Background: an optimization exercise with open tools, aiming at small area. Do not read the settings as production practice. The RTL was checked by simulation tests, not by an equivalence proof against the original design.

**flow/config.mk**
```make
export PLATFORM = sky130hd
export DESIGN_NAME = game_core
export DESIGN_NICKNAME = game_core
export VERILOG_FILES = /design/flow/design.v
export SDC_FILE = /design/flow/constraint.sdc
export NUM_CORES = 4
export LEC_CHECK = 0
export CAP_MARGIN = 20
export CORE_MARGIN = 2
export CORE_UTILIZATION = 40
export CTS_BUF_LIST = sky130_fd_sc_hd__clkbuf_8
export SLEW_MARGIN = 20
export SYNTH_HIERARCHICAL = 1
export SYNTH_MINIMUM_KEEP_SIZE = 0
```
**flow/constraint.sdc**
```tcl
create_clock -name core_clock -period 10.0 [get_ports {clk}]
set_input_delay 2.0000 -clock core_clock [delete_from_list [all_inputs] [get_ports {clk}]]
set_output_delay 2.0000 -clock core_clock [all_outputs]
set_load 0.01 [all_outputs]
```
**flow/design.v**
```verilog
`timescale 1ns/100ps
`default_nettype none
package game_pkg;
    typedef logic [9:0]  coord_t;
    typedef logic [10:0] dist_t;         
    typedef logic [2:0]  meteor_size_t;
    typedef logic [2:0]  hp_t;
    typedef logic [15:0] score_t;
    typedef logic [7:0]  points_t;
    typedef logic [7:0]  frame_count_t;
    typedef enum logic [1:0] {
        FACE_UP    = 2'd0,
        FACE_RIGHT = 2'd1,
        FACE_DOWN  = 2'd2,
        FACE_LEFT  = 2'd3
    } facing_t;
    typedef enum logic {
        STATE_PLAYING = 1'b0,
        STATE_OVER    = 1'b1
    } play_state_t;
    typedef struct packed {
        coord_t       x;
        coord_t       y;
        meteor_size_t size;
    } meteor_t;
    typedef struct packed {
        logic    move;
        facing_t dir;
        logic    fire;
    } move_cmd_t;
    localparam int     SCREEN_W        = 640;
    localparam int     SCREEN_H        = 480;
    localparam coord_t SHIP_SPEED      = 10'd2;
    localparam coord_t BULLET_SPEED    = 10'd10;
    localparam hp_t    SHIP_MAX_HP     = 3'd4;
    localparam coord_t SHIP_COLL_R     = 10'd10;
    localparam hp_t    METEOR_START_HP = 3'd3;
    function automatic coord_t meteor_radius(input meteor_size_t size);
        case (size)
            3'd0:    meteor_radius = 10'd4;
            3'd1:    meteor_radius = 10'd8;
            3'd2:    meteor_radius = 10'd12;
            3'd3:    meteor_radius = 10'd16;
            default: meteor_radius = 10'd20;
        endcase
    endfunction
    function automatic points_t meteor_points(input meteor_size_t size);
        case (size)
            3'd0:    meteor_points = 8'd10;
            3'd1:    meteor_points = 8'd20;
            3'd2:    meteor_points = 8'd30;
            3'd3:    meteor_points = 8'd40;
            default: meteor_points = 8'd50;
        endcase
    endfunction
endpackage
`default_nettype wire
`timescale 1ns/100ps
`default_nettype none
module gc_fa (
    input  logic a,
    input  logic b,
    input  logic ci,
    output logic s,
    output logic co
);
    assign s  = a ^ b ^ ci;
    assign co = (a & b) | (ci & (a ^ b));
endmodule
module gc_ha (
    input  logic a,
    input  logic b,
    output logic s,
    output logic co
);
    assign s  = a ^ b;
    assign co = a & b;
endmodule
module gc_near #(
    parameter bit SHIP = 1'b0
) (
    input  logic [9:0] nrx,       
    input  logic [9:0] nry,       
    input  logic [9:0] mx,
    input  logic [9:0] my,
    input  logic [2:0] k,         
    output logic       near
);
    logic [9:0]  ex, ey;          
    logic [10:0] cx, cy;
    assign cx[0] = 1'b0;
    assign cy[0] = 1'b0;
    gc_ha hx0 (.a(mx[0]), .b(nrx[0]), .s(ex[0]), .co(cx[1]));
    gc_ha hy0 (.a(my[0]), .b(nry[0]), .s(ey[0]), .co(cy[1]));
    for (genvar j = 1; j < 10; j++) begin : g_sub
        gc_fa fx (.a(mx[j]), .b(nrx[j]), .ci(cx[j]), .s(ex[j]), .co(cx[j+1]));
        gc_fa fy (.a(my[j]), .b(nry[j]), .ci(cy[j]), .s(ey[j]), .co(cy[j+1]));
    end
    wire okx = (ex[9:5] == 5'h1f & ~cx[10]) | (ex[9:5] == 5'h00 & cx[10]);
    wire oky = (ey[9:5] == 5'h1f & ~cy[10]) | (ey[9:5] == 5'h00 & cy[10]);
    wire       sx = ex[5];
    wire       sy = ey[5];
    wire [4:0] ax = ex[4:0] ^ {5{sx}};
    wire [4:0] ay = ey[4:0] ^ {5{sy}};
    logic [5:0] t;
    logic [5:0] ct;
    assign ct[0] = ~sx;
    for (genvar j = 0; j < 5; j++) begin : g_sum
        gc_fa ft (.a(ax[j]), .b(ay[j]), .ci(ct[j]), .s(t[j]), .co(ct[j+1]));
    end
    assign t[5] = ct[5];
    logic [5:0] thr;
    always_comb begin
        case (k)
            3'd0:    thr = SHIP ? 6'd13 : 6'd3;
            3'd1:    thr = SHIP ? 6'd17 : 6'd7;
            3'd2:    thr = SHIP ? 6'd21 : 6'd11;
            3'd3:    thr = SHIP ? 6'd25 : 6'd15;
            default: thr = SHIP ? 6'd29 : 6'd19;
        endcase
        thr = thr + {5'd0, sy};
    end
    logic le;
    always_comb begin
        le = 1'b1;
        for (int j = 0; j < 6; j++)
            le = (t[j] == thr[j]) ? le : thr[j];
    end
    assign near = okx & oky & le;
endmodule
`default_nettype wire
`timescale 1ns/100ps
`default_nettype none
module game_core #(
    parameter int NUM_METEORS   = 5,
    parameter int FIRE_COOLDOWN = 30,
    parameter int INVINC_FRAMES = 60
) (
    input  logic                      clk,
    input  logic                      reset_n,
    input  logic                      frame_tick,
    input  logic                      btn_up,
    input  logic                      btn_down,
    input  logic                      btn_left,
    input  logic                      btn_right,
    input  logic                      btn_fire,
    input  logic                      btn_restart,
    input  logic [23*NUM_METEORS-1:0] meteors,
    output logic [9:0]                ship_x,
    output logic [9:0]                ship_y,
    output logic [1:0]                ship_facing,
    output logic [9:0]                bullet_x,
    output logic [9:0]                bullet_y,
    output logic                      bullet_active,
    output logic [NUM_METEORS-1:0]    meteor_alive,
    output logic [15:0]               score,
    output logic [2:0]                ship_hp,
    output logic                      game_over
);
    logic [4:0]  cooldown;
    logic [5:0]  invinc;
    logic [14:0] score_q;                  
    logic [2:0]  pend;                     
    logic [1:0]  hlost [NUM_METEORS];      
    assign game_over = ~|ship_hp;
    wire ft      = frame_tick;
    wire play    = ft & ~game_over;
    wire restart = ft & game_over & btn_restart;
    wire [4:0] w = {pend[2], pend[1] | (pend[2] & pend[0]), pend[2] ^ pend[0],
                    pend[1], pend[0]};        
    logic [14:0] score_h;
    logic [15:0] sc;
    assign sc[0] = 1'b0;
    gc_ha u_sc0 (.a(score_q[0]), .b(w[0]), .s(score_h[0]), .co(sc[1]));
    for (genvar j = 1; j < 5; j++) begin : g_sca
        gc_fa u (.a(score_q[j]), .b(w[j]), .ci(sc[j]), .s(score_h[j]), .co(sc[j+1]));
    end
    for (genvar j = 5; j < 15; j++) begin : g_scb
        gc_ha u (.a(score_q[j]), .b(sc[j]), .s(score_h[j]), .co(sc[j+1]));
    end
    assign score = {score_h, 1'b0};
    wire [9:0] nsx = ~ship_x;
    wire [9:0] nsy = ~ship_y;
    wire [9:0] nbx = ~bullet_x;
    wire [9:0] nby = ~bullet_y;
    logic [NUM_METEORS-1:0] alive, hit_vec, contact_vec, hit_sel, last_hp;
    logic [2:0] pts [NUM_METEORS];
    for (genvar i = 0; i < NUM_METEORS; i++) begin : g_m
        wire [9:0] mx = meteors[23*i+13 +: 10];
        wire [9:0] my = meteors[23*i+3  +: 10];
        wire [2:0] sz = meteors[23*i    +: 3];
        wire [2:0] k  = sz[2] ? 3'd4 : sz;
        logic nb, ns;
        gc_near #(.SHIP(1'b0)) u_b (.nrx(nbx), .nry(nby), .mx(mx), .my(my), .k(k), .near(nb));
        gc_near #(.SHIP(1'b1)) u_s (.nrx(nsx), .nry(nsy), .mx(mx), .my(my), .k(k), .near(ns));
        assign pts[i]         = sz[2] ? 3'd5 : {sz[1] & sz[0], sz[1] ^ sz[0], ~sz[0]};
        assign alive[i]       = ~(hlost[i][1] & hlost[i][0]);
        assign last_hp[i]     = hlost[i][1] & ~hlost[i][0];
        assign hit_vec[i]     = bullet_active & alive[i] & nb;
        assign contact_vec[i] = alive[i] & ns;
        wire e = play & hit_sel[i];
        always_ff @(posedge clk or negedge reset_n) begin
            if (!reset_n)
                hlost[i] <= 2'd0;
            else
                hlost[i] <= {~restart & (hlost[i][1] ^ (hlost[i][0] & e)),
                             ~restart & (hlost[i][0] ^ e)};
        end
    end
    assign meteor_alive = alive;
    always_comb begin
        logic seen;
        seen = 1'b0;
        for (int i = 0; i < NUM_METEORS; i++) begin
            hit_sel[i] = hit_vec[i] & ~seen;
            seen       = seen | hit_vec[i];
        end
    end
    wire bullet_hit = |hit_vec;
    wire contact    = |contact_vec;
    logic [2:0] award;
    always_comb begin
        award = '0;
        for (int i = 0; i < NUM_METEORS; i++)
            award = award | ({3{hit_sel[i] & last_hp[i]}} & pts[i]);
    end
    wire up    = btn_up;
    wire down  = ~btn_up & btn_down;
    wire right = ~btn_up & ~btn_down & btn_right;
    wire left  = ~btn_up & ~btn_down & ~btn_right & btn_left;
    wire move  = btn_up | btn_down | btn_right | btn_left;
    wire x_hi = ship_x[9] & (&ship_x[6:2]) & (ship_x[1] | ship_x[0]);            
    wire y_hi = (&ship_y[8:6]) & (&ship_y[4:2]) & (ship_y[1] | ship_y[0]);       
    wire x_lo = ~|ship_x[9:2] & ~(ship_x[1] & ship_x[0]);                        
    wire y_lo = ~|ship_y[9:2] & ~(ship_y[1] & ship_y[0]);                        
    wire x_set = play & right & x_hi;
    wire x_clr = play & left  & x_lo;
    wire y_set = play & down  & y_hi;
    wire y_clr = play & up    & y_lo;
    logic [9:0] nx, ny;
    always_comb begin
        logic px, py;
        px = play & ((right & ~x_hi) | (left & ~x_lo));
        py = play & ((down  & ~y_hi) | (up   & ~y_lo));
        for (int j = 1; j < 10; j++) begin
            nx[j] = ship_x[j] ^ px;
            ny[j] = ship_y[j] ^ py;
            px    = px & (ship_x[j] ^ left);
            py    = py & (ship_y[j] ^ up);
        end
        nx[0] = x_set | (~x_clr & ship_x[0]);
        ny[0] = y_set | (~y_clr & ship_y[0]);
        nx[1] = x_set | (~x_clr & nx[1]);
        ny[1] = y_set | (~y_clr & ny[1]);
    end
    wire cd_zero  = ~|cooldown;
    wire iv_zero  = ~|invinc;
    wire launch   = play & btn_fire & ~bullet_active & cd_zero;
    wire fly      = play & bullet_active;
    wire take_hit = play & contact & iv_zero;
    logic [9:0] by_sub;
    logic       by_gt;
    always_comb begin
        logic bw;
        bw = 1'b0;
        for (int j = 0; j < 10; j++) begin
            if (j == 1 || j == 3) begin
                by_sub[j] = ~(bullet_y[j] ^ bw);
                bw        = ~bullet_y[j] | bw;
            end else begin
                by_sub[j] = bullet_y[j] ^ bw;
                bw        = ~bullet_y[j] & bw;
            end
        end
        by_gt = ~bw & (bullet_y != 10'd10);
    end
    logic [4:0] cd_inc;
    logic [5:0] iv_inc;
    logic [5:0] cdc;
    logic [6:0] ivc;
    assign cdc[0] = ft & ~cd_zero;
    assign ivc[0] = ft & ~iv_zero;
    for (genvar j = 0; j < 5; j++) begin : g_cd
        gc_ha u (.a(cooldown[j]), .b(cdc[j]), .s(cd_inc[j]), .co(cdc[j+1]));
    end
    for (genvar j = 0; j < 6; j++) begin : g_iv
        gc_ha u (.a(invinc[j]), .b(ivc[j]), .s(iv_inc[j]), .co(ivc[j+1]));
    end
    wire keep_b  = ~launch & ~restart;
    wire keep_by = keep_b & ~fly;
    wire fly_gt  = fly & by_gt;
    logic [9:0] d_x, d_y, d_bx, d_by;
    logic [2:0] d_hp;
    always_comb begin
        d_x  = restart ? 10'd320 : nx;
        d_y  = restart ? 10'd240 : ny;
        d_bx = ({10{launch}} & ship_x) | ({10{keep_b}} & bullet_x);
        d_by = ({10{launch}} & ship_y) | ({10{keep_by}} & bullet_y) | ({10{fly_gt}} & by_sub);
        d_hp[0] = ~restart & (ship_hp[0] ^ take_hit);
        d_hp[1] = ~restart & (ship_hp[1] ^ (take_hit & ~ship_hp[0]));
        d_hp[2] = restart | (ship_hp[2] ^ (take_hit & ~ship_hp[0] & ~ship_hp[1]));
    end
    always_ff @(posedge clk or negedge reset_n) begin
        if (!reset_n) begin
            ship_x        <= 10'd320;
            ship_y        <= 10'd240;
            ship_facing   <= 2'd0;
            bullet_x      <= '0;
            bullet_y      <= '0;
            bullet_active <= 1'b0;
            cooldown      <= '0;
            invinc        <= '0;
            ship_hp       <= 3'd4;
            score_q       <= '0;
            pend          <= '0;
        end else begin
            ship_x        <= d_x;
            ship_y        <= d_y;
            ship_facing   <= restart ? 2'd0 :
                             (play & move) ? {down | left, right | left} : ship_facing;
            bullet_x      <= d_bx;
            bullet_y      <= d_by;
            bullet_active <= launch | (keep_by & bullet_active) | (fly_gt & ~bullet_hit);
            cooldown      <= {5{~restart}} & (cd_inc | {3'b000, launch, 1'b0});
            invinc        <= {6{~restart}} & (iv_inc | {3'b000, take_hit, 2'b00});
            ship_hp       <= d_hp;
            score_q       <= {15{~restart}} & score_h;
            pend          <= {3{play}} & award;
        end
    end
endmodule
`default_nettype wire
```
**flow/flow/run.sh**
```bash
#!/bin/bash
# The standard layout (standard.sh, standard synthesis unchanged) with two changes:
# the port buffers use the smallest buffer cell, and after floorplanning every
# combinational cell starts at its smallest size (later repair steps upsize as needed).
export BUFFER_PORTS_ARGS="-buffer_cell sky130_fd_sc_hd__buf_1"
export POST_FLOORPLAN_TCL="$PWD/flow/downsize.tcl"
bash standard.sh > standard.log 2>&1
```
**flow/flow/downsize.tcl**
```tcl
# Swap each combinational cell for the smallest cell of the same function;
# the repair steps later in the flow size up whatever timing or slew needs.
set gc_small {
  sky130_fd_sc_hd__a2111o_2 sky130_fd_sc_hd__a2111o_1
  sky130_fd_sc_hd__a2111o_4 sky130_fd_sc_hd__a2111o_1
  sky130_fd_sc_hd__a2111oi_1 sky130_fd_sc_hd__a2111oi_0
  sky130_fd_sc_hd__a2111oi_2 sky130_fd_sc_hd__a2111oi_0
  sky130_fd_sc_hd__a2111oi_4 sky130_fd_sc_hd__a2111oi_0
  sky130_fd_sc_hd__a211o_2 sky130_fd_sc_hd__a211o_1
  sky130_fd_sc_hd__a211o_4 sky130_fd_sc_hd__a211o_1
  sky130_fd_sc_hd__a211oi_2 sky130_fd_sc_hd__a211oi_1
  sky130_fd_sc_hd__a211oi_4 sky130_fd_sc_hd__a211oi_1
  sky130_fd_sc_hd__a21bo_2 sky130_fd_sc_hd__a21bo_1
  sky130_fd_sc_hd__a21bo_4 sky130_fd_sc_hd__a21bo_1
  sky130_fd_sc_hd__a21boi_1 sky130_fd_sc_hd__a21boi_0
  sky130_fd_sc_hd__a21boi_2 sky130_fd_sc_hd__a21boi_0
  sky130_fd_sc_hd__a21boi_4 sky130_fd_sc_hd__a21boi_0
  sky130_fd_sc_hd__a21o_2 sky130_fd_sc_hd__a21o_1
  sky130_fd_sc_hd__a21o_4 sky130_fd_sc_hd__a21o_1
  sky130_fd_sc_hd__a21oi_2 sky130_fd_sc_hd__a21oi_1
  sky130_fd_sc_hd__a21oi_4 sky130_fd_sc_hd__a21oi_1
  sky130_fd_sc_hd__a221o_2 sky130_fd_sc_hd__a221o_1
  sky130_fd_sc_hd__a221o_4 sky130_fd_sc_hd__a221o_1
  sky130_fd_sc_hd__a221oi_2 sky130_fd_sc_hd__a221oi_1
  sky130_fd_sc_hd__a221oi_4 sky130_fd_sc_hd__a221oi_1
  sky130_fd_sc_hd__a22o_2 sky130_fd_sc_hd__a22o_1
  sky130_fd_sc_hd__a22o_4 sky130_fd_sc_hd__a22o_1
  sky130_fd_sc_hd__a22oi_2 sky130_fd_sc_hd__a22oi_1
  sky130_fd_sc_hd__a22oi_4 sky130_fd_sc_hd__a22oi_1
  sky130_fd_sc_hd__a2bb2o_2 sky130_fd_sc_hd__a2bb2o_1
  sky130_fd_sc_hd__a2bb2o_4 sky130_fd_sc_hd__a2bb2o_1
  sky130_fd_sc_hd__a2bb2oi_2 sky130_fd_sc_hd__a2bb2oi_1
  sky130_fd_sc_hd__a2bb2oi_4 sky130_fd_sc_hd__a2bb2oi_1
  sky130_fd_sc_hd__a311o_2 sky130_fd_sc_hd__a311o_1
  sky130_fd_sc_hd__a311o_4 sky130_fd_sc_hd__a311o_1
  sky130_fd_sc_hd__a311oi_2 sky130_fd_sc_hd__a311oi_1
  sky130_fd_sc_hd__a311oi_4 sky130_fd_sc_hd__a311oi_1
  sky130_fd_sc_hd__a31o_2 sky130_fd_sc_hd__a31o_1
  sky130_fd_sc_hd__a31o_4 sky130_fd_sc_hd__a31o_1
  sky130_fd_sc_hd__a31oi_2 sky130_fd_sc_hd__a31oi_1
  sky130_fd_sc_hd__a31oi_4 sky130_fd_sc_hd__a31oi_1
  sky130_fd_sc_hd__a32o_2 sky130_fd_sc_hd__a32o_1
  sky130_fd_sc_hd__a32o_4 sky130_fd_sc_hd__a32o_1
  sky130_fd_sc_hd__a32oi_2 sky130_fd_sc_hd__a32oi_1
  sky130_fd_sc_hd__a32oi_4 sky130_fd_sc_hd__a32oi_1
  sky130_fd_sc_hd__a41o_2 sky130_fd_sc_hd__a41o_1
  sky130_fd_sc_hd__a41o_4 sky130_fd_sc_hd__a41o_1
  sky130_fd_sc_hd__a41oi_2 sky130_fd_sc_hd__a41oi_1
  sky130_fd_sc_hd__a41oi_4 sky130_fd_sc_hd__a41oi_1
  sky130_fd_sc_hd__and2_1 sky130_fd_sc_hd__and2_0
  sky130_fd_sc_hd__and2_2 sky130_fd_sc_hd__and2_0
  sky130_fd_sc_hd__and2_4 sky130_fd_sc_hd__and2_0
  sky130_fd_sc_hd__and2b_2 sky130_fd_sc_hd__and2b_1
  sky130_fd_sc_hd__and2b_4 sky130_fd_sc_hd__and2b_1
  sky130_fd_sc_hd__and3_2 sky130_fd_sc_hd__and3_1
  sky130_fd_sc_hd__and3_4 sky130_fd_sc_hd__and3_1
  sky130_fd_sc_hd__and3b_2 sky130_fd_sc_hd__and3b_1
  sky130_fd_sc_hd__and3b_4 sky130_fd_sc_hd__and3b_1
  sky130_fd_sc_hd__and4_2 sky130_fd_sc_hd__and4_1
  sky130_fd_sc_hd__and4_4 sky130_fd_sc_hd__and4_1
  sky130_fd_sc_hd__and4b_2 sky130_fd_sc_hd__and4b_1
  sky130_fd_sc_hd__and4b_4 sky130_fd_sc_hd__and4b_1
  sky130_fd_sc_hd__and4bb_2 sky130_fd_sc_hd__and4bb_1
  sky130_fd_sc_hd__and4bb_4 sky130_fd_sc_hd__and4bb_1
  sky130_fd_sc_hd__buf_2 sky130_fd_sc_hd__buf_1
  sky130_fd_sc_hd__buf_4 sky130_fd_sc_hd__buf_1
  sky130_fd_sc_hd__buf_6 sky130_fd_sc_hd__buf_1
  sky130_fd_sc_hd__buf_8 sky130_fd_sc_hd__buf_1
  sky130_fd_sc_hd__buf_12 sky130_fd_sc_hd__buf_1
  sky130_fd_sc_hd__buf_16 sky130_fd_sc_hd__buf_1
  sky130_fd_sc_hd__fa_2 sky130_fd_sc_hd__fa_1
  sky130_fd_sc_hd__fa_4 sky130_fd_sc_hd__fa_1
  sky130_fd_sc_hd__ha_2 sky130_fd_sc_hd__ha_1
  sky130_fd_sc_hd__ha_4 sky130_fd_sc_hd__ha_1
  sky130_fd_sc_hd__inv_2 sky130_fd_sc_hd__inv_1
  sky130_fd_sc_hd__inv_4 sky130_fd_sc_hd__inv_1
  sky130_fd_sc_hd__inv_6 sky130_fd_sc_hd__inv_1
  sky130_fd_sc_hd__inv_8 sky130_fd_sc_hd__inv_1
  sky130_fd_sc_hd__inv_12 sky130_fd_sc_hd__inv_1
  sky130_fd_sc_hd__inv_16 sky130_fd_sc_hd__inv_1
  sky130_fd_sc_hd__maj3_2 sky130_fd_sc_hd__maj3_1
  sky130_fd_sc_hd__maj3_4 sky130_fd_sc_hd__maj3_1
  sky130_fd_sc_hd__mux2_2 sky130_fd_sc_hd__mux2_1
  sky130_fd_sc_hd__mux2_4 sky130_fd_sc_hd__mux2_1
  sky130_fd_sc_hd__mux2_8 sky130_fd_sc_hd__mux2_1
  sky130_fd_sc_hd__mux2i_2 sky130_fd_sc_hd__mux2i_1
  sky130_fd_sc_hd__mux2i_4 sky130_fd_sc_hd__mux2i_1
  sky130_fd_sc_hd__mux4_4 sky130_fd_sc_hd__mux4_2
  sky130_fd_sc_hd__mux4_1 sky130_fd_sc_hd__mux4_2
  sky130_fd_sc_hd__nand2_2 sky130_fd_sc_hd__nand2_1
  sky130_fd_sc_hd__nand2_4 sky130_fd_sc_hd__nand2_1
  sky130_fd_sc_hd__nand2_8 sky130_fd_sc_hd__nand2_1
  sky130_fd_sc_hd__nand2b_2 sky130_fd_sc_hd__nand2b_1
  sky130_fd_sc_hd__nand2b_4 sky130_fd_sc_hd__nand2b_1
  sky130_fd_sc_hd__nand3_2 sky130_fd_sc_hd__nand3_1
  sky130_fd_sc_hd__nand3_4 sky130_fd_sc_hd__nand3_1
  sky130_fd_sc_hd__nand3b_2 sky130_fd_sc_hd__nand3b_1
  sky130_fd_sc_hd__nand3b_4 sky130_fd_sc_hd__nand3b_1
  sky130_fd_sc_hd__nand4_2 sky130_fd_sc_hd__nand4_1
  sky130_fd_sc_hd__nand4_4 sky130_fd_sc_hd__nand4_1
  sky130_fd_sc_hd__nand4b_2 sky130_fd_sc_hd__nand4b_1
  sky130_fd_sc_hd__nand4b_4 sky130_fd_sc_hd__nand4b_1
  sky130_fd_sc_hd__nand4bb_2 sky130_fd_sc_hd__nand4bb_1
  sky130_fd_sc_hd__nand4bb_4 sky130_fd_sc_hd__nand4bb_1
  sky130_fd_sc_hd__nor2_2 sky130_fd_sc_hd__nor2_1
  sky130_fd_sc_hd__nor2_4 sky130_fd_sc_hd__nor2_1
  sky130_fd_sc_hd__nor2_8 sky130_fd_sc_hd__nor2_1
  sky130_fd_sc_hd__nor2b_2 sky130_fd_sc_hd__nor2b_1
  sky130_fd_sc_hd__nor2b_4 sky130_fd_sc_hd__nor2b_1
  sky130_fd_sc_hd__nor3_2 sky130_fd_sc_hd__nor3_1
  sky130_fd_sc_hd__nor3_4 sky130_fd_sc_hd__nor3_1
  sky130_fd_sc_hd__nor3b_2 sky130_fd_sc_hd__nor3b_1
  sky130_fd_sc_hd__nor3b_4 sky130_fd_sc_hd__nor3b_1
  sky130_fd_sc_hd__nor4_2 sky130_fd_sc_hd__nor4_1
  sky130_fd_sc_hd__nor4_4 sky130_fd_sc_hd__nor4_1
  sky130_fd_sc_hd__nor4b_2 sky130_fd_sc_hd__nor4b_1
  sky130_fd_sc_hd__nor4b_4 sky130_fd_sc_hd__nor4b_1
  sky130_fd_sc_hd__nor4bb_2 sky130_fd_sc_hd__nor4bb_1
  sky130_fd_sc_hd__nor4bb_4 sky130_fd_sc_hd__nor4bb_1
  sky130_fd_sc_hd__o2111a_2 sky130_fd_sc_hd__o2111a_1
  sky130_fd_sc_hd__o2111a_4 sky130_fd_sc_hd__o2111a_1
  sky130_fd_sc_hd__o2111ai_2 sky130_fd_sc_hd__o2111ai_1
  sky130_fd_sc_hd__o2111ai_4 sky130_fd_sc_hd__o2111ai_1
  sky130_fd_sc_hd__o211a_2 sky130_fd_sc_hd__o211a_1
  sky130_fd_sc_hd__o211a_4 sky130_fd_sc_hd__o211a_1
  sky130_fd_sc_hd__o211ai_2 sky130_fd_sc_hd__o211ai_1
  sky130_fd_sc_hd__o211ai_4 sky130_fd_sc_hd__o211ai_1
  sky130_fd_sc_hd__o21a_2 sky130_fd_sc_hd__o21a_1
  sky130_fd_sc_hd__o21a_4 sky130_fd_sc_hd__o21a_1
  sky130_fd_sc_hd__o21ai_1 sky130_fd_sc_hd__o21ai_0
  sky130_fd_sc_hd__o21ai_2 sky130_fd_sc_hd__o21ai_0
  sky130_fd_sc_hd__o21ai_4 sky130_fd_sc_hd__o21ai_0
  sky130_fd_sc_hd__o21ba_2 sky130_fd_sc_hd__o21ba_1
  sky130_fd_sc_hd__o21ba_4 sky130_fd_sc_hd__o21ba_1
  sky130_fd_sc_hd__o21bai_2 sky130_fd_sc_hd__o21bai_1
  sky130_fd_sc_hd__o21bai_4 sky130_fd_sc_hd__o21bai_1
  sky130_fd_sc_hd__o221a_2 sky130_fd_sc_hd__o221a_1
  sky130_fd_sc_hd__o221a_4 sky130_fd_sc_hd__o221a_1
  sky130_fd_sc_hd__o221ai_2 sky130_fd_sc_hd__o221ai_1
  sky130_fd_sc_hd__o221ai_4 sky130_fd_sc_hd__o221ai_1
  sky130_fd_sc_hd__o22a_2 sky130_fd_sc_hd__o22a_1
  sky130_fd_sc_hd__o22a_4 sky130_fd_sc_hd__o22a_1
  sky130_fd_sc_hd__o22ai_2 sky130_fd_sc_hd__o22ai_1
  sky130_fd_sc_hd__o22ai_4 sky130_fd_sc_hd__o22ai_1
  sky130_fd_sc_hd__o2bb2a_2 sky130_fd_sc_hd__o2bb2a_1
  sky130_fd_sc_hd__o2bb2a_4 sky130_fd_sc_hd__o2bb2a_1
  sky130_fd_sc_hd__o2bb2ai_2 sky130_fd_sc_hd__o2bb2ai_1
  sky130_fd_sc_hd__o2bb2ai_4 sky130_fd_sc_hd__o2bb2ai_1
  sky130_fd_sc_hd__o311a_2 sky130_fd_sc_hd__o311a_1
  sky130_fd_sc_hd__o311a_4 sky130_fd_sc_hd__o311a_1
  sky130_fd_sc_hd__o311ai_1 sky130_fd_sc_hd__o311ai_0
  sky130_fd_sc_hd__o311ai_2 sky130_fd_sc_hd__o311ai_0
  sky130_fd_sc_hd__o311ai_4 sky130_fd_sc_hd__o311ai_0
  sky130_fd_sc_hd__o31a_2 sky130_fd_sc_hd__o31a_1
  sky130_fd_sc_hd__o31a_4 sky130_fd_sc_hd__o31a_1
  sky130_fd_sc_hd__o31ai_2 sky130_fd_sc_hd__o31ai_1
  sky130_fd_sc_hd__o31ai_4 sky130_fd_sc_hd__o31ai_1
  sky130_fd_sc_hd__o32a_2 sky130_fd_sc_hd__o32a_1
  sky130_fd_sc_hd__o32a_4 sky130_fd_sc_hd__o32a_1
  sky130_fd_sc_hd__o32ai_2 sky130_fd_sc_hd__o32ai_1
  sky130_fd_sc_hd__o32ai_4 sky130_fd_sc_hd__o32ai_1
  sky130_fd_sc_hd__o41a_2 sky130_fd_sc_hd__o41a_1
  sky130_fd_sc_hd__o41a_4 sky130_fd_sc_hd__o41a_1
  sky130_fd_sc_hd__o41ai_2 sky130_fd_sc_hd__o41ai_1
  sky130_fd_sc_hd__o41ai_4 sky130_fd_sc_hd__o41ai_1
  sky130_fd_sc_hd__or2_1 sky130_fd_sc_hd__or2_0
  sky130_fd_sc_hd__or2_2 sky130_fd_sc_hd__or2_0
  sky130_fd_sc_hd__or2_4 sky130_fd_sc_hd__or2_0
  sky130_fd_sc_hd__or2b_2 sky130_fd_sc_hd__or2b_1
  sky130_fd_sc_hd__or2b_4 sky130_fd_sc_hd__or2b_1
  sky130_fd_sc_hd__or3_2 sky130_fd_sc_hd__or3_1
  sky130_fd_sc_hd__or3_4 sky130_fd_sc_hd__or3_1
  sky130_fd_sc_hd__or3b_2 sky130_fd_sc_hd__or3b_1
  sky130_fd_sc_hd__or3b_4 sky130_fd_sc_hd__or3b_1
  sky130_fd_sc_hd__or4_2 sky130_fd_sc_hd__or4_1
  sky130_fd_sc_hd__or4_4 sky130_fd_sc_hd__or4_1
  sky130_fd_sc_hd__or4b_2 sky130_fd_sc_hd__or4b_1
  sky130_fd_sc_hd__or4b_4 sky130_fd_sc_hd__or4b_1
  sky130_fd_sc_hd__or4bb_2 sky130_fd_sc_hd__or4bb_1
  sky130_fd_sc_hd__or4bb_4 sky130_fd_sc_hd__or4bb_1
  sky130_fd_sc_hd__xnor2_2 sky130_fd_sc_hd__xnor2_1
  sky130_fd_sc_hd__xnor2_4 sky130_fd_sc_hd__xnor2_1
  sky130_fd_sc_hd__xnor3_2 sky130_fd_sc_hd__xnor3_1
  sky130_fd_sc_hd__xnor3_4 sky130_fd_sc_hd__xnor3_1
  sky130_fd_sc_hd__xor2_2 sky130_fd_sc_hd__xor2_1
  sky130_fd_sc_hd__xor2_4 sky130_fd_sc_hd__xor2_1
  sky130_fd_sc_hd__xor3_2 sky130_fd_sc_hd__xor3_1
  sky130_fd_sc_hd__xor3_4 sky130_fd_sc_hd__xor3_1
}
set gc_n 0
foreach inst [[ord::get_db_block] getInsts] {
  set m [[$inst getMaster] getName]
  if { [dict exists $gc_small $m] } {
    $inst swapMaster [[ord::get_db] findMaster [dict get $gc_small $m]]
    incr gc_n
  }
}
puts "downsize: replaced $gc_n cells"
```
**flow/standard.sh**
```bash
#!/bin/bash
# synth_recipe.tcl (not shown) runs the flow's synth.tcl, then flattens the netlist and writes it again
# the make line also repeats each setting of config.mk as NAME=value (left out here)
make -C /OpenROAD-flow-scripts/flow DESIGN_CONFIG=/design/flow/config.mk WORK_HOME=/design/flow/orfs CLKGATE_MAP_FILE= SYNTH_SCRIPT=/design/flow/synth_recipe.tcl "${@:-finish}"
```
==> summary.txt, run 1 <==
Setup path
The largest fanout on the critical path is 8. At the worst endpoint, the arrival time is 9280 ps. The critical path startpoint category is a primary input. The worst setup path is captured at a flop. The startpoint-to-endpoint class of the critical path is primary input to flop. Data on the critical path is required at its endpoint by 10290 ps.

CTS
The TritonCTS clock tree is built. The total setup buffers inserted after CTS is 0. At the later pin of the worst-skew pair, clock insertion delay measures 370 ps. The clock sink count is 85.

Clock-pin slew was measured on the worst setup and hold paths at 90 ps. The number of hold buffers added after CTS was 0. TritonCTS created 9 clock buffers. The H-tree was split into 3 levels. The root buffer cell is sky130_fd_sc_hd__clkbuf_8. The maximum buffer depth of the clock tree is 2. After clock tree synthesis, the repair step resized 0 gates.

Logic synthesis
The commonest cells after synthesis are 234 x sky130_fd_sc_hd__fa_1, 105 x sky130_fd_sc_hd__xor2_1, 82 x sky130_fd_sc_hd__inv_1. Measured against the total synthesized area, the mux share comes to 1.124%. The synthesized netlist net count is 1536. Yosys printed 11 warnings. The fraction of the mapped netlist area in compound gates is 8.920%.

sky130_fd_sc_hd__fa_1 takes more of the synthesized area than any other cell. The dominant cell by count in the synthesized netlist is sky130_fd_sc_hd__fa_1. The synthesized netlist devotes 8.423% of its cell area to XOR and XNOR gates.

The fraction of registers with async set/reset is 100.0%. The flip-flop cell with the highest count after synthesis is sky130_fd_sc_hd__dfrtp_1. In the post-synthesis netlist, the biggest area contributors are sky130_fd_sc_hd__fa_1 37%, sky130_fd_sc_hd__dfrtp_1 16%, sky130_fd_sc_hd__xor2_1 7.3%, sky130_fd_sc_hd__ha_1 6.8%, sky130_fd_sc_hd__inv_1 2.4%. Of the synthesized area, sequential elements account for 16.97%. In this run, synthesis inferred 0 flip-flops with an integrated enable.

The synthesized netlist occupies a cell area of 12580 sq um. The number of storage elements in the synthesis netlist is 85. In the synthesized netlist, the number of instances is 1110. The combinational family with the most area after synthesis is adder cells. The number of different library cells in the post-synthesis netlist is 73.

The share of the synthesized area in the top cell type is 37.23%. Of the total synthesized cell area, the portion taken by AND, OR, NAND and NOR gates is 14.41%. The mean cell area of the mapped netlist is 11.34 sq um.

The area share of fa/ha/maj cells after synthesis is 45.34%.

Floorplanning
The floorplan step set the die width to 181.4 microns. The core footprint is 30750 sq um. The floorplan step set the die height to 181.4 microns. The floorplan has 64 rows. The effective utilization at floorplan is 40.92%. The I/O pin count is 192.

The die area is 32890 sq um.

Place
The post-DP HPWL is 31.19 mm. Timing analysis after detailed placement gives a worst setup slack of 613.3 ps. The routability congestion estimate from global placement is 0.9073. The count of input and output buffers is 190.

Drt
For this block, the initial DRC count from the detailed router was 790. Once detail routing completed, the nets flagged for antenna violations numbered 0. For this block, the routed nets add up to 39.45 mm of wire. The total number of vias is 9360. The post-detailed-route DRC marker count is 0. The via count normalized by instance count is 5.568.

The mean routed wirelength per cell is 23.47 microns. The number of search-and-repair iterations in the first detailed-routing pass is 6.

Timing
Setup repair after global routing left no endpoint under its margin. After layout, the worst setup slack is 1004 ps. The relative max-transition margin is 22.18%. The actual transition at the worst max-transition pin is 1157 ps. The number of hold-slack violations in the final timing report came to 0. The minimum clock period after layout is 8996 ps. In the final timing run, aggregate negative setup slack is 0 ps.

Setup violations remaining at the end of the flow were counted as 0. Of the available clock period, the critical path in the final layout requires 89.96%. The max-slew violation count is 0. The setup skew after layout is 16.26 ps. The highest clock rate is 111.2 MHz.

Min path
The path type of the worst min-delay path is flop to flop.

Cells and area
The fraction of final layout cells with drive strength greater than 1 is 2.572%. The growth of design area from synthesis to finish is 7.787%. After filler insertion, the fill cell instance count of the layout stands at 3040. The post-layout net count is 1705.

Global routing
The remaining global-route overflow is 0. The via count of the first global-routing pass is 9972. The first global-routing pass estimated 60.03 mm of wire. The number of antenna violations at the first check in global routing is 2.

The maximum number of pins on one net before global-route repair is 74. The global routing usage summed across all routing layers is 25.03%.

Run status
The flow ran to the end and the layout has no timing, DRC or antenna violations.

Flow run
The number of maximum-capacitance constraint violations is 0.
-- metrics by stage --
| stage | cell area (sq um) | hold WS, ps | instances | utilization (%) |
|---|---|---|---|---|
| 2_1_floorplan | 12580 | 513.5 | 1110 | - |
| 3_3_place_gp | 13350 | 507.4 | 1664 | 43.41 |
| 3_5_place_dp | 13350 | 512.2 | 1664 | 43.41 |
| 4_1_cts | 13560 | 531.0 | 1679 | 44.09 |
| 5_1_grt | 13560 | 542.9 | 1680 | 44.10 |
| 6_report | 13560 | 523.4 | 1681 | 44.10 |
-- per-module statistics from Yosys, one instance, submodules excluded, excerpt --
| module | copies in the design | cells | cell area (sq um) | flip-flops and latches |
|---|---|---|---|---|
| gc_ha | 42 | 1 | 12.51 | 0 |
| gc_fa | 234 | 1 | 20.02 | 0 |
| game_core | 1 | 484 | 4619 | 85 |
-- cells by family after synthesis --
group | after synthesis
adders and majority gates | 317
and+or+nand+nor | 292
AOI/OAI and AO/OA | 155
buffers and inverters | 125
xor gates and xnor gates | 121
DFF | 85
muxes | 14
other | 1
-- layout make-up --
type / count / area, sq um / share of cell area [%]
diodes: 2 / 5.005 / 0.03690
clock buffers: 10 / 137.6 / 1.015
clock inverters: 5 / 71.32 / 0.5259
inverters: 82 / 307.8 / 2.270
multi-input cells: 900 / 9609 / 70.86
flip-flops and latches: 85 / 2136 / 15.75
well taps: 396 / 495.5 / 3.653
repair buffers: 201 / 799.5 / 5.895
-- routing by layer --
metal  track usage (%)  up-vias  share of wire [%]
li1                  -     4163                  -
met1             32.54     4732                 41
met2             39.74      386                 46
met3             6.269       79                7.9
met4             10.86        0                4.3
met5                 0        -                  0
-- layout by cell type (no fill, tap or decap), types with 12 or more instances in the layout --
master	netlist	layout
sky130_fd_sc_hd__nor2b_1	21	21
sky130_fd_sc_hd__inv_1	82	85
sky130_fd_sc_hd__mux2i_1	13	13
sky130_fd_sc_hd__nand3_1	18	18
sky130_fd_sc_hd__buf_1	1	189
sky130_fd_sc_hd__ha_1	68	68
sky130_fd_sc_hd__xor2_1	105	105
sky130_fd_sc_hd__and2_0	0	35
sky130_fd_sc_hd__o22ai_1	13	13
sky130_fd_sc_hd__o21ai_0	30	30
sky130_fd_sc_hd__or4_1	2	12
sky130_fd_sc_hd__fa_1	234	234
sky130_fd_sc_hd__nand4_1	21	21
sky130_fd_sc_hd__nor4_1	11	16
sky130_fd_sc_hd__nor2_1	38	39
sky130_fd_sc_hd__nor3b_1	17	27
sky130_fd_sc_hd__nor3_1	27	27
sky130_fd_sc_hd__a22oi_1	14	16
sky130_fd_sc_hd__a21oi_1	16	16
sky130_fd_sc_hd__nand2_1	43	43
sky130_fd_sc_hd__o31ai_1	15	16
sky130_fd_sc_hd__dfrtp_1	78	78
sky130_fd_sc_hd__maj3_1	0	15
sky130_fd_sc_hd__a31oi_1	16	16
sky130_fd_sc_hd__xnor2_1	16	16
-- critical path, cell delays in order --
cell	delay, ps
sky130_fd_sc_hd__buf_1	90
sky130_fd_sc_hd__ha_1	200
sky130_fd_sc_hd__fa_1	380
sky130_fd_sc_hd__fa_1	380
sky130_fd_sc_hd__fa_1	390
sky130_fd_sc_hd__fa_1	390
sky130_fd_sc_hd__fa_1	740
sky130_fd_sc_hd__xor2_1	160
sky130_fd_sc_hd__fa_1	450
sky130_fd_sc_hd__fa_1	400
sky130_fd_sc_hd__fa_1	390
sky130_fd_sc_hd__fa_1	390
sky130_fd_sc_hd__fa_1	500
sky130_fd_sc_hd__mux2i_1	160
sky130_fd_sc_hd__mux2i_1	90
sky130_fd_sc_hd__a22o_1	190
sky130_fd_sc_hd__a2111oi_0	800
sky130_fd_sc_hd__a222oi_1	220
sky130_fd_sc_hd__a211oi_1	410
sky130_fd_sc_hd__ha_1	220
sky130_fd_sc_hd__ha_1	150
sky130_fd_sc_hd__xnor2_1	110
sky130_fd_sc_hd__nand2_1	60
-- registers in the layout (all words and copies together) (netlist names), 2 cells and up --
register,flops
bullet_x,10
bullet_y,10
cooldown,5
hlost,10
invinc,6
pend,3
score_q,15
ship_facing,2
ship_hp,3
ship_x,10
ship_y,10
-- worst paths after layout --
| kind | startpoint | end | slack (ps) | cells after the start |
|---|---|---|---|---|
| min | ship_facing[0]$_DFFE_PN0P_ | ship_facing[0]$_DFFE_PN0P_ | 520 | 2 |
| max in group asynchronous | reset_n | ship_y[8]$_DFF_PN0_ | 7280 | 2 |
| min in group asynchronous | reset_n | score_q[4]$_DFF_PN0_ | 1480 | 1 |
| min reg2reg | ship_facing[0]$_DFFE_PN0P_ | ship_facing[0]$_DFFE_PN0P_ | 520 | 2 |
| max reg2reg | ship_x[1]$_DFF_PN0_ | ship_hp[2]$_DFF_PN1_ | 1740 | 22 |
| max | meteors[36] | ship_hp[2]$_DFF_PN1_ | 1000 | 23 |
==> inputs of run 2 (changes only) <==
--- a/flow/config.mk
+++ b/flow/config.mk
@@ -7,8 +7,9 @@
 export LEC_CHECK = 0
 export CAP_MARGIN = 20
 export CORE_MARGIN = 2
-export CORE_UTILIZATION = 40
-export CTS_BUF_LIST = sky130_fd_sc_hd__clkbuf_8
+export CORE_UTILIZATION = 60
+export CTS_BUF_LIST = sky130_fd_sc_hd__clkbuf_4 sky130_fd_sc_hd__clkbuf_8
+export CTS_CLUSTER_SIZE = 30
 export SLEW_MARGIN = 20
 export SYNTH_HIERARCHICAL = 1
 export SYNTH_MINIMUM_KEEP_SIZE = 0
==> run 2 against run 1 <==
  * Critical path type unchanged
  * Sequential share of layout area grew 0.21 points
  * Critical endpoint unchanged
  * Largest cell class unchanged
  * Worst setup slack gained 100 ps
  * Die area shrank 33%
  * Critical path depth is the same
==> summary.txt, run 2 <==
Cells and area
The growth of design area from synthesis to finish is 6.394%. The most common cell after layout, fill and taps aside is sky130_fd_sc_hd__fa_1. Counting the fill cells in the layout gives 1741. The final antenna diode count is 0. The register with the highest flop count is score_q. Of the cells placed in the final design, the portion with a size suffix greater than 1 is 2.879%. The post-layout net count is 1706. The number of flip-flops under the largest register name is 15. In the layout the commonest cells are 234 x sky130_fd_sc_hd__fa_1, 189 x sky130_fd_sc_hd__buf_1, 105 x sky130_fd_sc_hd__xor2_1.

CTS
The clock network latency to the later pin of the worst-skew pair is 380 ps. The H-tree was split into 3 levels. Counting every sink on the clock net gives 85. The maximum buffer depth of the clock tree is 2. The root buffer cell chosen for the clock tree is sky130_fd_sc_hd__clkbuf_8.

The post-cts hold buffer count is 0. The post-cts sizing count is 0. Post-CTS timing repair inserted 0 buffers for setup.

The TritonCTS clock tree is built. Clock tree synthesis inserted a total of 9 buffers. After clock tree synthesis, the clock-pin slew on the worst setup and hold paths is 90 ps.

Floorplanning
The core footprint is 20430 sq um. The I/O pin count is 192. The effective utilization at floorplan is 61.59%.

In this run the core area contains 52 standard-cell rows. The floorplan step defined a die boundary enclosing 22140 sq um. The die is 148.8 microns wide. Measured along the y axis, the die boundary spans 148.8 microns.

Drt
The via count normalized by instance count is 5.995. The total routed wirelength is 35.74 mm. For this run, design rule violations remaining after detail routing come to 0. In this run the remaining antenna-violating nets after routing total 0. The total number of vias is 9323. The violation count after the first detailed-route iteration is 681.

The number of search-and-repair iterations in the first detailed-routing pass is 5. The mean routed wirelength per cell is 22.98 microns.

Logic synthesis
The dominant cell by count in the synthesized netlist is sky130_fd_sc_hd__fa_1. Synthesis handed over a netlist of 1110 instances. The combinational family with the most area after synthesis is adder cells.

The mapped netlist covers 12580 sq um. The mean cell area of the mapped netlist is 11.34 sq um. The sequential fraction of the synthesis area is 16.97%. The fraction of the mapped netlist area in compound gates is 8.920%. Ranked by instance count, the synthesized netlist is headed by 234 x sky130_fd_sc_hd__fa_1, 105 x sky130_fd_sc_hd__xor2_1, 82 x sky130_fd_sc_hd__inv_1.

The number of different library cells in the post-synthesis netlist is 73. The synthesized design contains 85 register bits. Multiplexer cells account for 1.124% of the synthesized area. In the synthesized netlist the dominant register cell turns out to be sky130_fd_sc_hd__dfrtp_1. The xor/xnor share of the synthesized area is 8.423%. Sorting the synthesized cells by area gives the leading types as sky130_fd_sc_hd__fa_1 37%, sky130_fd_sc_hd__dfrtp_1 16%, sky130_fd_sc_hd__xor2_1 7.3%, sky130_fd_sc_hd__ha_1 6.8%, sky130_fd_sc_hd__inv_1 2.4%. In the synthesized netlist the async set-or-reset flop fraction comes to 100.0%. The area share of fa/ha/maj cells after synthesis is 45.34%.

The cell taking the most area after synthesis is sky130_fd_sc_hd__fa_1. When the netlist entered floorplanning its net count stood at 1536. After Yosys synthesis, and, or, nand and nor cells account for 14.41% of the synthesized area. The count of flip-flops with a built-in enable after synthesis is 0. For this run, the number of Yosys warnings is 11.

The share of the synthesized area in the top cell type is 37.23%.

Setup path
The largest fanout on the critical path is 8. The startpoint-to-endpoint class of the critical path is primary input to flop. The library cell contributing the largest single delay on the critical path is sky130_fd_sc_hd__a2111oi_0. Data arrives at the worst endpoint at 9170 ps. In this design, the critical path's most frequently occurring cell is sky130_fd_sc_hd__fa_1. The count of buffer and inverter cells on the critical path is 1.

For this run, the slowest stage of the critical path takes 740 ps. STA classifies the critical path startpoint as a primary input. The cell type group with the largest total delay on the critical path is adder cells. Walking the worst path, the cells encountered are buf_1, ha_1, fa_1, fa_1, fa_1, fa_1, fa_1, xor2_1, fa_1, fa_1, fa_1, fa_1, fa_1, mux2i_1, mux2i_1, a22o_1, a2111oi_0, a222oi_1, a211oi_1, ha_1, ha_1, xnor2_1, nand2_1. The element type at the critical path end is a flop.

The data required time at the worst endpoint is 10270 ps.

Timing
The actual transition at the worst max-transition pin is 849.2 ps. The number of hold-slack violations in the final timing report came to 0. The final-layout setup total negative slack is 0 ps.

Setup repair after global routing left no endpoint under its margin. Headroom to the max-slew limit came out at 41.93%. The highest clock rate is 112.4 MHz.

The max-slew violation count is 0. The minimum clock period after layout is 8894 ps. The final worst-path cycle share is 88.94%.

The worst hold-check slack is 540.7 ps. For the final database, setup skew stands at 15.41 ps. Setup violations remaining at the end of the flow were counted as 0.

Place
The count of input and output buffers is 190. The congestion estimate from routability-driven global placement came to 0.9585. Once detailed placement completed, the half-perimeter wirelength came to 29.23 mm.

Global routing
The global-route wire length before repair is 54.52 mm. The remaining global-route overflow is 0. The global routing usage summed across all routing layers is 33.90%. The maximum number of pins on one net before global-route repair is 66.

The via count of the first global-routing pass is 9425. The number of antenna violations at the first check in global routing is 0.

Run status
The flow ran to the end and the layout has no timing, DRC or antenna violations.

Flow run
Across the run, the number of max-cap violations was 0.

Min path
The path class of the tightest hold or removal check is flop to flop.
-- run 2: cell types whose count changed in the layout (fill, tap and decap cells not counted), moves of 2 or more --
cell / delta
sky130_fd_sc_hd__inv_1: -3
sky130_fd_sc_hd__clkinvlp_4: +3
sky130_fd_sc_hd__bufinv_16: -2
sky130_fd_sc_hd__diode_2: -2
-- run 2: worst min-delay path, delay by kind of cell, from the launching register on --
| kind | cells | cell delay, ps |
|---|---|---|
| buffers and inverters | 1 | 50 |
| flip-flops | 1 | 400 |
| AO/OA/AOI/OAI | 1 | 60 |
-- run 2: area by class of cell --
| cell class | count | area, sq um | area share [%] |
|---|---|---|---|
| clock buffer | 11 | 151.4 | 1.131 |
| clock inverter | 5 | 42.54 | 0.3178 |
| inverter | 82 | 307.8 | 2.299 |
| multi-input combinational | 900 | 9604 | 71.74 |
| sequential | 85 | 2136 | 15.95 |
| tap | 270 | 337.8 | 2.524 |
| timing repair buffer | 202 | 807.0 | 6.029 |
-- run 2: stage by stage --
step / utilization [%] / instances / instance area [sq um] / setup slack (ps)
global route: 65.53 / 1555 / 13390 / 787.3
finish: 65.53 / 1555 / 13390 / 1106
global placement: 64.58 / 1539 / 13190 / 858.9
detailed placement: 64.58 / 1539 / 13190 / 674.6
floorplan: - / 1110 / 12580 / 1814
CTS: 65.53 / 1555 / 13390 / 1100
-- run 2: routing by layer --
| layer | vias to the layer above | track usage [%] | share of wire [%] |
|---|---|---|---|
| met5 | - | 0 | 0 |
| met4 | 0 | 11.62 | 3.6 |
| met2 | 378 | 56.90 | 49 |
| met3 | 68 | 5.015 | 7.0 |
| li1 | 4182 | - | - |
| met1 | 4695 | 45.73 | 40 |
-- run 2: final timing paths --
check / from / end / slack (ps) / cells past startpoint
min in group asynchronous: reset_n / score_q[11]$_DFF_PN0_ / 1520 / 1
max in group asynchronous: reset_n / hlost[2][0]$_DFF_PN0_ / 7330 / 2
worst min register to register: ship_facing[0]$_DFFE_PN0P_ / ship_facing[0]$_DFFE_PN0P_ / 540 / 2
worst max-delay path: meteors[13] / ship_hp[2]$_DFF_PN1_ / 1110 / 23
worst min-delay path: ship_facing[0]$_DFFE_PN0P_ / ship_facing[0]$_DFFE_PN0P_ / 540 / 2
worst max register to register: ship_x[1]$_DFF_PN0_ / ship_hp[2]$_DFF_PN1_ / 1900 / 22
-- run 2: cell families after synthesis --
group / count (synthesis)
XOR/XNOR: 121
adder cells (fa/ha/maj): 317
flip-flops: 85
buffers and inverters: 125
AO/OA/AOI/OAI: 155
AND/OR/NAND/NOR: 292
other: 1
multiplexers: 14
-- run 2: per-module statistics from Yosys, one instance, submodules excluded, a selection --
module / times used / area (sq um) / cells inside
gc_ha: 42 / 12.51 / 1
game_core: 1 / 4619 / 484
gc_fa: 234 / 20.02 / 1
==> inputs of run 3 (changes only) <==
==> flow/flow/run.sh (replaced) <==
#!/bin/bash
# The standard layout (standard.sh, standard synthesis unchanged) with three changes:
# the port buffers use the smallest buffer cell; after floorplanning every
# combinational cell starts at its smallest size (later repair steps upsize as needed);
# the clock tree uses no dummy loads and larger sink clusters.
export BUFFER_PORTS_ARGS="-buffer_cell sky130_fd_sc_hd__buf_1"
export POST_FLOORPLAN_TCL="$PWD/flow/downsize.tcl"
export CTS_ARGS="-sink_clustering_enable -repair_clock_nets -dont_use_dummy_load -buf_list sky130_fd_sc_hd__clkbuf_8 -sink_clustering_size 30"
bash standard.sh > standard.log 2>&1
==> run 3 against run 2 <==
  * Sequential cell count unchanged
  * Cell count decreased by 0.45%
  * Via count decreased by 0.50%
  * Register-to-register slack got worse by 70 ps
  * Hold slack got worse by 5.5 ps
  * Fmax decreased by 1.2%
  * Largest cell class unchanged
==> summary.txt, run 3 <==
Place
Input and output buffers added on the ports amount to 190. After legalization and detailed placement, the total HPWL measured 29.23 mm. The count of placed standard cells including taps is 1539.

The congestion estimate from routability-driven global placement came to 0.9585. The worst setup timing slack at the placement stage is 674.6 ps.

Min path
For hold timing, the worst endpoint is ship_facing[0]$_DFFE_PN0P_. The worst hold path begins at ship_facing[0]$_DFFE_PN0P_. The path type of the worst min-delay path is flop to flop.

Along the worst hold path, the cell count comes to 2.

Logic synthesis
Each instance of the synthesized netlist takes up on average 11.34 sq um. In the post-synthesis netlist, the biggest area contributors are sky130_fd_sc_hd__fa_1 37%, sky130_fd_sc_hd__dfrtp_1 16%, sky130_fd_sc_hd__xor2_1 7.3%, sky130_fd_sc_hd__ha_1 6.8%, sky130_fd_sc_hd__inv_1 2.4%. After synthesis the cells add up to 12580 sq um. The number of different library cells in the post-synthesis netlist is 73. For this run, the number of Yosys warnings is 11. The cell taking the most area after synthesis is sky130_fd_sc_hd__fa_1. Sorting the synthesized cells by how often they occur yields 234 x sky130_fd_sc_hd__fa_1, 105 x sky130_fd_sc_hd__xor2_1, 82 x sky130_fd_sc_hd__inv_1. Among all flip-flop cells after synthesis, the most frequent one is sky130_fd_sc_hd__dfrtp_1.

The count of flip-flops with a built-in enable after synthesis is 0. The fraction of registers with async set/reset is 100.0%. The sequential fraction of the synthesis area is 16.97%. The number of storage elements in the synthesis netlist is 85. In the post-synthesis netlist, the cell with the most instances is sky130_fd_sc_hd__fa_1. Synthesis handed over a netlist of 1110 instances. The synthesized netlist net count is 1536. The share of synthesized area in the top cell type comes to 37.23%.

Setup path
Data on the critical path arrives at its endpoint at 9250 ps. The critical path goes through buf_1, ha_1, fa_1, fa_1, fa_1, fa_1, fa_1, xor2_1, fa_1, fa_1, fa_1, fa_1, fa_1, mux2i_1, mux2i_1, a22o_1, a2111oi_0, a222oi_1, a211oi_1, ha_1, ha_1, xnor2_1, nand2_1. Data on the critical path is required at its endpoint by 10250 ps.

The cell seen most often among critical-path stages is sky130_fd_sc_hd__fa_1. The worst-case register-to-register setup slack is 1830 ps. The element type at the critical path end is a flop. The capture instance of the worst register-to-register path is ship_hp[2]$_DFF_PN1_. Grouping stages by cell kind, the critical path spends the most delay in adder cells.

The worst-case reg-to-reg path depth is 22. The count of buffer and inverter cells on the critical path is 1. The worst setup path is launched from a primary input. The startpoint identified for the worst register-to-register timing path is ship_x[1]$_DFF_PN0_. The largest individual stage delay along the critical path comes from the cell sky130_fd_sc_hd__fa_1.

The setup path with the least slack is of type primary input to flop. The largest fanout on the critical path is 8. For this run, the slowest stage of the critical path takes 730 ps.

Drt
The via count normalized by instance count is 5.992. The routed design has 35.85 mm of wire. The violation count after the first detailed-route iteration is 644. The first detailed-routing pass ran for 5 iterations.

The number of routed nets with antenna violations is 0. Dividing the detail-routed wire length by the instance count gives 23.16 microns. For this run, design rule violations remaining after detail routing come to 0. Detailed routing inserted a total of 9276 vias.

Floorplanning
The initial utilization of the core area, before any placement, comes to 61.59%. The horizontal die dimension is 148.8 microns. The floorplan step defined a die boundary enclosing 22140 sq um. During I/O placement, the number of pins put on the boundary was 192. After floorplanning, the core was divided into 52 placement rows. In this run the standard cell core region covers 20430 sq um. The floorplan step set the die height to 148.8 microns.

Timing
The max-slew violation count is 0. The highest clock rate is 111.1 MHz. The minimum clock period after layout is 9003 ps.

For the pin with the worst max-slew slack, the measured transition is 864.6 ps. Headroom to the max-slew limit came out at 40.87%. The number of hold-slack violations in the final timing report is 0. The final worst-path cycle share is 90.03%. The final-layout setup total negative slack is 0 ps. Setup repair after global routing left no endpoint under its margin. The total of endpoints with negative setup slack in the final report is 0.

The post-route worst setup slack is 997.5 ps. For the final database, setup skew stands at 33.54 ps.

CTS
The CTS H-tree depth is 3. The TritonCTS clock tree is built. After clock tree synthesis, the repair step resized 0 gates. Once the clock tree was built, the setup fixing pass inserted 0 buffers.

The number of clock buffers inserted by TritonCTS is 9. The clock net in this run drives a total of 85 sinks. The clock network latency to the later pin of the worst-skew pair is 370 ps. The longest clock path from root to sink contains 2 buffers.

The clock-pin slew on the worst setup and hold paths is 90 ps. The post-cts hold buffer count is 0. The root buffer cell is sky130_fd_sc_hd__clkbuf_8.

Cells and area
From synthesis to final layout, the design area changed by 5.837%. Counting flops per register, the top entry is score_q. The number of flip-flops under the largest register name is 15.

The library cells used most frequently in the layout, excluding fill and tap cells, are 234 x sky130_fd_sc_hd__fa_1, 189 x sky130_fd_sc_hd__buf_1, 105 x sky130_fd_sc_hd__xor2_1. The number of antenna diodes in the final layout is 0. The final cell count without fillers is 1548. The post-layout utilization of the core is 65.18%.

The most common cell after layout, fill and taps aside is sky130_fd_sc_hd__fa_1. The fraction of final layout cells with drive strength greater than 1 is 2.347%. The net count of the finished layout is 1706.

Global routing
The number of antenna violations at the first check in global routing is 0. Entering global routing, the biggest net connects 66 pins. The first global-routing pass estimated 54.54 mm of wire. The remaining global-route overflow is 0. The via count of the first global-routing pass is 9413. The global routing usage summed across all routing layers is 33.93%.

Flow run
The tool flagged a number of max-cap violations equal to 0.

Run status
The flow ran to the end and the layout has no timing, DRC or antenna violations.
run 3: cell counts after synthesis:
Identical to the previous run, type by type.
run 3: layout make-up:
| cell class | count | area (sq um) |
|---|---|---|
| fill | 1753 | 7113 |
| multi-input combinational | 900 | 9604 |
| clock buffer | 9 | 123.9 |
| timing repair buffer | 202 | 807.0 |
| tap | 270 | 337.8 |
| inverter | 82 | 307.8 |
| sequential | 85 | 2136 |
run 3: metrics by stage:
stage / instance area (sq um) / hold WS (ps)
final: 13320 / 535.2
after global routing: 13320 / 545.6
after CTS: 13320 / 538.7
after detailed placement: 13190 / 522.3
after global placement: 13190 / 504.1
after floorplan: 12580 / 513.5
run 3: worst max path at each step:
stage,end,start,cells past startpoint
after floorplan,ship_hp[2]$_DFF_PN1_,meteors[59],23
after global placement,ship_hp[2]$_DFF_PN1_,meteors[59],24
after detailed placement,ship_hp[2]$_DFF_PN1_,meteors[13],23
after CTS,ship_hp[2]$_DFF_PN1_,meteors[13],23
after global routing,ship_hp[2]$_DFF_PN1_,meteors[36],23
final,ship_hp[2]$_DFF_PN1_,meteors[26],23
run 3: metal layers:
layer | vias to the layer above | GRT usage, % | part of all wire [%]
li1 | 4171 | - | -
met1 | 4675 | 45.74 | 41
met2 | 368 | 57.48 | 49
met3 | 62 | 4.373 | 6.6
met4 | 0 | 11.57 | 3.4
met5 | - | 0 | 0
run 3: logic make-up after synthesis:
family	synth area share, %
xor+xnor	8.423
buf+inv	4.783
mux	1.124
compound gates	8.920
other cells	0.02980
simple gates	14.41
fa+ha+maj	45.34
flops	16.97
run 3: Yosys stat by module, one instance, submodules excluded, excerpt:
module	area, sq um	cells	flops+latches	copies in the design
game_core	4619	484	85	1
gc_fa	20.02	1	0	234
gc_ha	12.51	1	0	42
run 3: worst reg2reg max path, delay by kind of cell, from the launching register on:
kind,cells,cell delay [ps]
fa+ha+maj,12,4970
simple gates,1,70
buf+inv,1,410
xor+xnor,2,280
flops,1,560
compound gates,4,1510
mux,2,260
==> inputs of run 4 (changes only) <==
--- a/flow/config.mk
+++ b/flow/config.mk
@@ -8,8 +8,7 @@
 export CAP_MARGIN = 20
 export CORE_MARGIN = 2
 export CORE_UTILIZATION = 60
-export CTS_BUF_LIST = sky130_fd_sc_hd__clkbuf_4 sky130_fd_sc_hd__clkbuf_8
-export CTS_CLUSTER_SIZE = 30
+export GPL_TIMING_DRIVEN = 0
 export SLEW_MARGIN = 20
 export SYNTH_HIERARCHICAL = 1
 export SYNTH_MINIMUM_KEEP_SIZE = 0
==> run 4 against run 3 <==
  * Via count is 1.2% higher
  * Highest routed layer unchanged
  * First-iteration DRC count is 13% lower
  * Core utilization is 0.80 points higher
  * Design area is 1.2% higher
  * Hold slack worse by 12 ps
==> summary.txt, run 4 <==
Timing
After routing, the total negative slack on setup checks comes to 0 ps. The number of hold-slack violations in the final timing report came to 0. The worst hold-check slack is 523.5 ps. The minimum clock period after layout is 9430 ps. Setup repair after global routing left no endpoint under its margin. The max-slew violation count is 0.

The final worst-path cycle share is 94.30%. The highest clock rate is 106.0 MHz. For the pin with the worst max-slew slack, the measured transition is 1100 ps.

Cells and area
The area used by multi-input combinational logic is 9609 sq um. The post-route netlist has 1.979% of its cells at a drive strength greater than 1. The final-layout fill cell count is 1698.

Leaving out fill and tap cells, the most frequent cell in the layout is sky130_fd_sc_hd__fa_1. In the layout the commonest cells are 234 x sky130_fd_sc_hd__fa_1, 210 x sky130_fd_sc_hd__buf_1, 105 x sky130_fd_sc_hd__xor2_1. The post-layout utilization of the core is 65.98%.

In the final design database the tool counted 1742 nets. The summed area of non-filler cells in the final layout is 13480 sq um.

Logic synthesis
Of all cell types, the one taking the most synthesized area is sky130_fd_sc_hd__fa_1. The sequential fraction of the synthesis area is 16.97%. Synthesis produced 1110 cells.

The synthesized netlist net count is 1536. The mean cell area of the mapped netlist is 11.34 sq um. The count of warnings emitted by yosys is 11. Of all flip-flops after synthesis, the portion carrying an async set or reset was 100.0%. The summed instance area of the synthesized netlist is 12580 sq um. The commonest cells after synthesis are 234 x sky130_fd_sc_hd__fa_1, 105 x sky130_fd_sc_hd__xor2_1, 82 x sky130_fd_sc_hd__inv_1. The share of the synthesized area in the top cell type is 37.23%.

Setup path
Of all nets on the critical path, the largest fanout is 8. In this run the critical register-to-register path is launched from ship_y[1]$_DFF_PN0_. The cell seen most often among critical-path stages is sky130_fd_sc_hd__fa_1.

The critical path starts at meteors[13]. The end of the critical path is ship_hp[2]$_DFF_PN1_. The arrival time at the worst endpoint is 9740 ps. The data required time at the worst endpoint is 10310 ps.

The critical path startpoint category is a primary input. The delay contributed by the slowest stage of the critical path is 860 ps. Measured in cells, the most critical reg-to-reg path has a length of 24.

The worst-case register-to-register setup slack is 1250 ps.

Floorplanning
The floorplan step defined a die boundary enclosing 22140 sq um. The initial utilization of the core area, before any placement, comes to 61.59%. The initialized floorplan defines 52 standard-cell rows. The die outline height is 148.8 microns.

Place
Once placement completed, the tool counted placed cells totaling 1575. The area after detailed placement is 13350 sq um. The post-DP HPWL is 29.79 mm.

Drt
After the first detailed-routing iteration, the DRC count stood at 561. The mean routed wirelength per cell is 22.44 microns. The via count normalized by instance count is 5.921.

Summed over all layers, the routed wires come to 35.57 mm. The pre-antenna-repair detailed-routing pass consisted of 5 iterations.

Global routing
The remaining global-route overflow is 0. The via count of the first global-routing pass is 9609. The number of antenna violations at the first check in global routing is 1. The first global-routing pass estimated 54.34 mm of wire.

The global routing usage summed across all routing layers is 33.72%.

CTS
The clock sink count is 85. The root buffer cell is sky130_fd_sc_hd__clkbuf_8. Once the clock tree was built, the resizer swapped 0 gates to a different size.

The maximum buffer depth of the clock tree is 2. Once the clock tree was built, the setup fixing pass inserted 0 buffers. The clock network latency to the later pin of the worst-skew pair is 390 ps. TritonCTS built the clock tree. Clock-pin slew was measured on the worst setup and hold paths at 110 ps. The post-cts hold buffer count is 0. The H-tree generated during clock tree synthesis spans 3 levels. Buffers inserted during clock tree synthesis total 9.

Run status
The flow ran to the end and the layout has no timing, DRC or antenna violations.
-- run 4: cell counts after synthesis --
Identical to the previous run, type by type.
-- run 4: critical path: cells and delay by family --
| family | cells | cell delay [ps] |
|---|---|---|
| adder cells (fa/ha/maj) | 13 | 4780 |
| AO/OA/AOI/OAI | 4 | 1880 |
| buffers and inverters | 2 | 470 |
| AND/OR/NAND/NOR | 1 | 70 |
| multiplexers | 2 | 250 |
| XOR/XNOR | 2 | 280 |
-- run 4: final cells by class --
type,count,area share (%)
Clock buffer,9,0.9189
Tap cell,270,2.506
Timing Repair Buffer,195,5.940
Antenna cell,1,0.01856
Buffer,43,1.207
Inverter,82,2.283
Multi-Input combinational cell,900,71.28
Sequential cell,85,15.84
-- run 4: per-layer routing --
| metal | global-route usage (%) | vias to the layer above | routed length (microns) |
|---|---|---|---|
| li1 | - | 4229 | - |
| met1 | 45.47 | 4686 | 14280 |
| met2 | 56.11 | 401 | 17170 |
| met3 | 6.147 | 68 | 2926 |
| met4 | 10.71 | 0 | 1199 |
| met5 | 0 | - | 0 |
-- run 4: worst min path at each step --
| stage | start | endpoint | slack (ps) | cells past startpoint |
|---|---|---|---|---|
| CTS | ship_facing[0]$_DFFE_PN0P_ | ship_facing[0]$_DFFE_PN0P_ | 530 | 2 |
| finish | ship_facing[0]$_DFFE_PN0P_ | ship_facing[0]$_DFFE_PN0P_ | 520 | 2 |
| global placement | ship_facing[0]$_DFFE_PN0P_ | ship_facing[0]$_DFFE_PN0P_ | 510 | 2 |
| floorplan | bullet_y[0]$_DFF_PN0_ | bullet_y[0]$_DFF_PN0_ | 510 | 2 |
| detailed placement | ship_facing[0]$_DFFE_PN0P_ | ship_facing[0]$_DFFE_PN0P_ | 510 | 2 |
| global route | ship_facing[0]$_DFFE_PN0P_ | ship_facing[0]$_DFFE_PN0P_ | 540 | 2 |
-- run 4: cells by family after synthesis --
family	count (synthesis)	share of synthesized area [%]
adder cells (fa/ha/maj)	317	45.34
other	1	0.02980
AO/OA/AOI/OAI	155	8.920
XOR/XNOR	121	8.423
buffers and inverters	125	4.783
flip-flops	85	16.97
multiplexers	14	1.124
AND/OR/NAND/NOR	292	14.41
-- run 4: per-module statistics from Yosys, one instance, submodules excluded, excerpt --
module	cell area [sq um]	cells	copies in the design
game_core	4619	484	1
gc_fa	20.02	1	234
gc_ha	12.51	1	42

-- port drivers added, routing unchanged --
The flow's constraints put no driver on any port. The routed layouts listed below were extracted and timed again, unchanged, in two steps. Step 1, drivers: a clkbuf_16 drives clk and a buf_2 each remaining input, both assumed. Step 2, shift: input delay + t, output delay - t, t = (earliest + latest rising clock arrival at the registers) / 2. This alone moves slack from input paths to output paths. a / b / c = ideal ports / drivers / drivers and shift; a / b = the first two.
run	t, ns	slack for setup (ns)	worst slew at a driven data input, ns
run 1	0.400	1.004 / 1.019 / 0.618	0.08
run 2	0.411	1.106 / 1.122 / 0.710	0.06
run 3	0.396	0.997 / 1.016 / 0.620	0.07
run 4	0.407	0.570 / 0.589 / 0.182	0.08
After both steps every run listed still meets setup and hold. For run 2, which loses most, drivers alone change the setup slack by +0.016 ns; drivers and shift together by -0.396 ns.
